What follows belongs to an exercise in optimizing a design on an open flow for small area; a production flow would make more cautious choices. RTL that was checked went through simulation tests only; none was proved equivalent to the original. The flow treats the clock pin as an ideal source. Dropping or thinning the clock tree relies on that and would not hold on a real chip. Power is estimated from default activity; no workload was simulated.

== before ==
==> module tsf_core, before the edit <==
module tsf_core (
  input  logic        clk_i,
  input  logic        rst_ni,
  input  logic        item_valid_i,
  input  logic        op_i,         
  input  logic [4:0]  pl_i,         
  output logic        take_o,
  output logic        res_valid_o,
  input  logic        res_ready_i,
  output logic [2:0]  cls_o,
  output logic        classified_o,
  output logic [15:0] pkt_o,
  output logic [15:0] tcp_o,
  output logic [15:0] udp_o,
  output logic [15:0] cls_total_o
);
  logic [2:0]  code_q, code_d, code_step;
  logic [5:0]  cnt_q, cnt_d;
  logic [15:0] ip_q, tcp_q, udp_q;
  logic [15:0] cc_q [6];
  logic [15:0] cc_sel, cc_inc;
  logic        res_valid_q;
  logic [2:0]  res_q, res_d;
  logic        inc_q;
  logic        emit;
  logic        is_hdr;
  logic        is_syn, is_tcp, is_udp;
  logic [3:0]  doff;
  assign is_hdr = !op_i;
  assign is_syn = pl_i[4];
  assign is_tcp = pl_i[4] || pl_i[1:0] == tsf_pkg::K_TCP;
  assign is_udp = !pl_i[4] && pl_i[1:0] == tsf_pkg::K_UDP;
  assign doff   = pl_i[3:0];
  assign take_o = item_valid_i && (!res_valid_q || res_ready_i);
  tsf_classify u_classify (
    .code_i (code_q),
    .cnt_i  (cnt_q),
    .byte_i (pl_i[2:0]),
    .code_o (code_step)
  );
  always_comb begin
    code_d = code_q;
    cnt_d  = cnt_q;
    res_d  = tsf_pkg::R_NONE;
    emit   = 1'b0;
    if (is_hdr) begin
      emit   = 1'b1;
      code_d = tsf_pkg::C_IDLE;
      cnt_d  = {doff, 2'b00};
      if (is_syn) begin
        if (doff <= 4'd5) begin
          res_d = 3'd0;        
        end else begin
          case (doff)
            4'd7:    code_d = tsf_pkg::C_A;
            4'd8:    code_d = tsf_pkg::C_B;
            4'd11:   code_d = tsf_pkg::C_C;
            4'd10:   code_d = tsf_pkg::C_DE;
            default: code_d = tsf_pkg::C_OTHER;
          endcase
        end
      end
    end else if (code_q != tsf_pkg::C_IDLE) begin
      cnt_d  = cnt_q - 1'b1;
      code_d = code_step;
      if (cnt_q == 6'd21) begin
        emit   = 1'b1;
        code_d = tsf_pkg::C_IDLE;
        res_d  = (code_q == tsf_pkg::C_DE || code_q == tsf_pkg::C_OTHER) ? 3'd0 : code_q;
      end
    end
  end
  always_ff @(posedge clk_i or negedge rst_ni) begin
    if (!rst_ni) begin
      code_q      <= tsf_pkg::C_IDLE;
      res_valid_q <= 1'b0;
      inc_q       <= 1'b0;
    end else begin
      if (take_o) begin
        code_q <= code_d;
        res_valid_q <= emit;
      end else if (res_ready_i) begin
        res_valid_q <= 1'b0;
      end
      inc_q <= take_o && emit && (res_d != tsf_pkg::R_NONE);
    end
  end
  always_ff @(posedge clk_i) begin
    if (take_o) begin
      cnt_q <= cnt_d;
    end
    if (take_o && emit) begin
      res_q <= res_d;
    end
  end
  always_ff @(posedge clk_i or negedge rst_ni) begin
    if (!rst_ni) begin
      ip_q  <= '0;
      tcp_q <= '0;
      udp_q <= '0;
    end else begin
      ip_q  <= ip_q  + 16'(take_o && is_hdr);
      tcp_q <= tcp_q + 16'(take_o && is_hdr && is_tcp);
      udp_q <= udp_q + 16'(take_o && is_hdr && is_udp);
    end
  end
  logic started_q;
  always_ff @(posedge clk_i or negedge rst_ni) begin
    if (!rst_ni) begin
      started_q <= 1'b0;
    end else begin
      started_q <= 1'b1;
    end
  end
  logic [5:0] cc_rd;
  always_comb begin
    cc_sel = '0;
    for (int i = 0; i < 6; i++) begin
      cc_rd[i] = started_q && res_q == 3'(i);
      cc_sel   = cc_sel | ({16{cc_rd[i]}} & cc_q[i]);
    end
  end
  assign cc_inc = cc_sel + 16'(inc_q);
  always_ff @(posedge clk_i) begin
    for (int i = 0; i < 6; i++) begin
      if (!started_q || (inc_q && res_q == 3'(i))) cc_q[i] <= cc_inc;
    end
  end
  assign res_valid_o  = res_valid_q;
  assign classified_o = (res_q != tsf_pkg::R_NONE);
  assign cls_o        = (res_q == tsf_pkg::R_NONE) ? 3'd0 : res_q;
  assign pkt_o        = ip_q;
  assign tcp_o        = tcp_q;
  assign udp_o        = udp_q;
  assign cls_total_o  = cc_inc;
endmodule
==> flow/config.mk <==
export PLATFORM = sky130hd
export DESIGN_NAME = tcp_syn_os_fingerprinter_top
export DESIGN_NICKNAME = tcp_syn_os_fingerprinter_top
export VERILOG_FILES = /design/flow/design.v
export SDC_FILE = /design/flow/constraint.sdc
export NUM_CORES = 4
export LEC_CHECK = 0
export CAP_MARGIN = 20
export CORE_MARGIN = 2
export CORE_UTILIZATION = 70
export SLEW_MARGIN = 20
==> flow/constraint.sdc <==
create_clock -name core_clock -period 6.0 [get_ports {clk_i}]
set_input_delay 1.2000 -clock core_clock [delete_from_list [all_inputs] [get_ports {clk_i}]]
set_output_delay 1.2000 -clock core_clock [all_outputs]
set_load 0.01 [all_outputs]
standard.sh (not shown) runs the stock make flow with config.mk's settings and CLKGATE_MAP_FILE= SYNTH_SCRIPT=/design/flow/synth_recipe.tcl, a recipe that flattens the netlist after the stock synthesis.
==> flow/flow/run.sh <==
#!/bin/bash
# Own layout flow: the standard.sh with the standard synthesis unchanged, then:
#  - constant outputs keep the single tie cell from synthesis (no per-port tie cells),
#  - port buffers use sky130_fd_sc_hd__buf_1,
#  - the clock tree is built by flow/clock_tree.tcl (sourced before CTS): one root
#    buffer driving CLK_LEAVES leaf buffers, each driving one cluster of flip-flops,
#  - before the placement repair, flow/downsize.tcl puts combinational cells with
#    few loads at their smallest drive strength; repair_design sizes up as needed.
# Each step's full output goes to its own log here.
set -euo pipefail
export PRE_CTS_TCL="$PWD/flow/clock_tree.tcl"
export CLK_LEAVES=11
export PRE_RESIZE_TCL="$PWD/flow/downsize.tcl"
export DS_MAXFO=8
export CLK_LEAF_BUF=sky130_fd_sc_hd__clkbuf_8
export CLK_ROOT_BUF=sky130_fd_sc_hd__clkbuf_16
bash standard.sh synth > 1_synth.log 2>&1
bash standard.sh SKIP_REPAIR_TIE_FANOUT=1 floorplan > 2_floorplan.log 2>&1
bash standard.sh SKIP_REPAIR_TIE_FANOUT=1 \
  "BUFFER_PORTS_ARGS=-buffer_cell sky130_fd_sc_hd__buf_1" \
  finish > 3_finish.log 2>&1
Other scripts of this flow, unchanged in this note and not shown: flow/flow/clock_tree.tcl, flow/flow/downsize.tcl
before | stages: all done | timing, DRC, antenna: all pass
The inputs of after differ from those of before as listed below.
==> flow/design.v, changed modules only <==
module tsf_core (
  input  logic        clk_i,
  input  logic        rst_ni,
  input  logic        item_valid_i,
  input  logic        op_i,         
  input  logic [4:0]  pl_i,         
  output logic        take_o,
  output logic        res_valid_o,
  input  logic        res_ready_i,
  output logic [2:0]  cls_o,
  output logic        classified_o,
  output logic [15:0] pkt_o,
  output logic [15:0] tcp_o,
  output logic [15:0] udp_o,
  output logic [15:0] cls_total_o
);
  logic [2:0]  code_q, code_d, code_step;
  logic [5:0]  cnt_q, cnt_d;
  logic [15:0] ip_q, tcp_q, udp_q;
  logic [15:0] cc_q [6];
  logic [5:0]  cc_w_q;
  logic [15:0] cc_sel, cc_inc;
  logic        res_valid_q;
  logic [2:0]  res_q, res_d;
  logic        inc_q;
  logic        emit;
  logic        is_hdr;
  logic        is_syn, is_tcp, is_udp;
  logic [3:0]  doff;
  assign is_hdr = !op_i;
  assign is_syn = pl_i[4];
  assign is_tcp = pl_i[4] || pl_i[1:0] == tsf_pkg::K_TCP;
  assign is_udp = !pl_i[4] && pl_i[1:0] == tsf_pkg::K_UDP;
  assign doff   = pl_i[3:0];
  assign take_o = item_valid_i && (!res_valid_q || res_ready_i);
  tsf_classify u_classify (
    .code_i (code_q),
    .cnt_i  (cnt_q),
    .byte_i (pl_i[2:0]),
    .code_o (code_step)
  );
  always_comb begin
    code_d = code_q;
    cnt_d  = cnt_q;
    res_d  = tsf_pkg::R_NONE;
    emit   = 1'b0;
    if (is_hdr) begin
      emit   = 1'b1;
      code_d = tsf_pkg::C_IDLE;
      cnt_d  = {doff, 2'b00};
      if (is_syn) begin
        if (doff <= 4'd5) begin
          res_d = 3'd0;        
        end else begin
          case (doff)
            4'd7:    code_d = tsf_pkg::C_A;
            4'd8:    code_d = tsf_pkg::C_B;
            4'd11:   code_d = tsf_pkg::C_C;
            4'd10:   code_d = tsf_pkg::C_DE;
            default: code_d = tsf_pkg::C_OTHER;
          endcase
        end
      end
    end else if (code_q != tsf_pkg::C_IDLE) begin
      cnt_d  = cnt_q - 1'b1;
      code_d = code_step;
      if (cnt_q == 6'd21) begin
        emit   = 1'b1;
        code_d = tsf_pkg::C_IDLE;
        res_d  = (code_q == tsf_pkg::C_DE || code_q == tsf_pkg::C_OTHER) ? 3'd0 : code_q;
      end
    end
  end
  always_ff @(posedge clk_i or negedge rst_ni) begin
    if (!rst_ni) begin
      code_q      <= tsf_pkg::C_IDLE;
      res_valid_q <= 1'b0;
      inc_q       <= 1'b0;
    end else begin
      if (take_o) begin
        code_q <= code_d;
        res_valid_q <= emit;
      end else if (res_ready_i) begin
        res_valid_q <= 1'b0;
      end
      inc_q <= take_o && emit && (res_d != tsf_pkg::R_NONE);
    end
  end
  always_ff @(posedge clk_i) begin
    if (take_o) begin
      cnt_q <= cnt_d;
    end
    if (take_o && emit) begin
      res_q <= res_d;
    end
  end
  always_ff @(posedge clk_i or negedge rst_ni) begin
    if (!rst_ni) begin
      ip_q  <= '0;
      tcp_q <= '0;
      udp_q <= '0;
    end else begin
      ip_q  <= ip_q  + 16'(take_o && is_hdr);
      tcp_q <= tcp_q + 16'(take_o && is_hdr && is_tcp);
      udp_q <= udp_q + 16'(take_o && is_hdr && is_udp);
    end
  end
  always_comb begin
    case (res_q)
      3'd0:    cc_sel = cc_w_q[0] ? cc_q[0] : '0;
      3'd1:    cc_sel = cc_w_q[1] ? cc_q[1] : '0;
      3'd2:    cc_sel = cc_w_q[2] ? cc_q[2] : '0;
      3'd3:    cc_sel = cc_w_q[3] ? cc_q[3] : '0;
      3'd4:    cc_sel = cc_w_q[4] ? cc_q[4] : '0;
      3'd5:    cc_sel = cc_w_q[5] ? cc_q[5] : '0;
      default: cc_sel = '0;
    endcase
  end
  assign cc_inc = cc_sel + 16'(inc_q);
  always_ff @(posedge clk_i or negedge rst_ni) begin
    if (!rst_ni) begin
      cc_w_q <= '0;
    end else if (inc_q) begin
      for (int i = 0; i < 6; i++) begin
        if (res_q == 3'(i)) cc_w_q[i] <= 1'b1;
      end
    end
  end
  always_ff @(posedge clk_i) begin
    if (inc_q) begin
      for (int i = 0; i < 6; i++) begin
        if (res_q == 3'(i)) cc_q[i] <= cc_inc;
      end
    end
  end
  assign res_valid_o  = res_valid_q;
  assign classified_o = (res_q != tsf_pkg::R_NONE);
  assign cls_o        = (res_q == tsf_pkg::R_NONE) ? 3'd0 : res_q;
  assign pkt_o        = ip_q;
  assign tcp_o        = tcp_q;
  assign udp_o        = udp_q;
  assign cls_total_o  = cc_inc;
endmodule
Results
after against before: area after synthesis roughly the same; share of the cycle needed by the critical path after routing fell 8.6 points; synthesis-to-layout area growth saw a decrease; sequential power about even. Diff before -> after: final standard cell area without fillers decreased by 0.54% relative to the old numbers; worst-case hold slack decreased by 0.0060 ns relative to the old numbers. before has lower slack of the critical path than after. Core occupancy in the finished layout in after is 0.40 points below before.
Only the layout flow was run in before; the RTL was not checked for function there. In every run of this note, the design's own scripts or RTL, not TritonCTS, make the clock network.

==> what the ideal ports hide <==
The flow's constraints put no driver on any port. The routed layouts listed below were extracted and timed again, unchanged, in two steps. Step 1 (the two cells are an assumption about what drives the block):
set clk [get_ports {clk_i}]
set_driving_cell -lib_cell sky130_fd_sc_hd__clkbuf_16 $clk
set_driving_cell -lib_cell sky130_fd_sc_hd__buf_2 [delete_from_list [all_inputs] $clk]
Step 2 also shifts input and output timing later by t, the mid clock arrival at the registers, as if the neighbouring blocks saw the same clock. Three values: ideal ports, drivers, drivers and shift; two values: the first two.
run	shift t [ns]	setup WS [ns]	worst register clock-pin slew, ns	worst data-port slew with drivers (ns)
before	0.391	0.497 / 0.461 / 0.852	0.10 / 0.10	0.03
after	0.392	1.012 / 0.977 / 1.368	0.10 / 0.10	0.06
After both steps setup and hold are still met in every run listed.
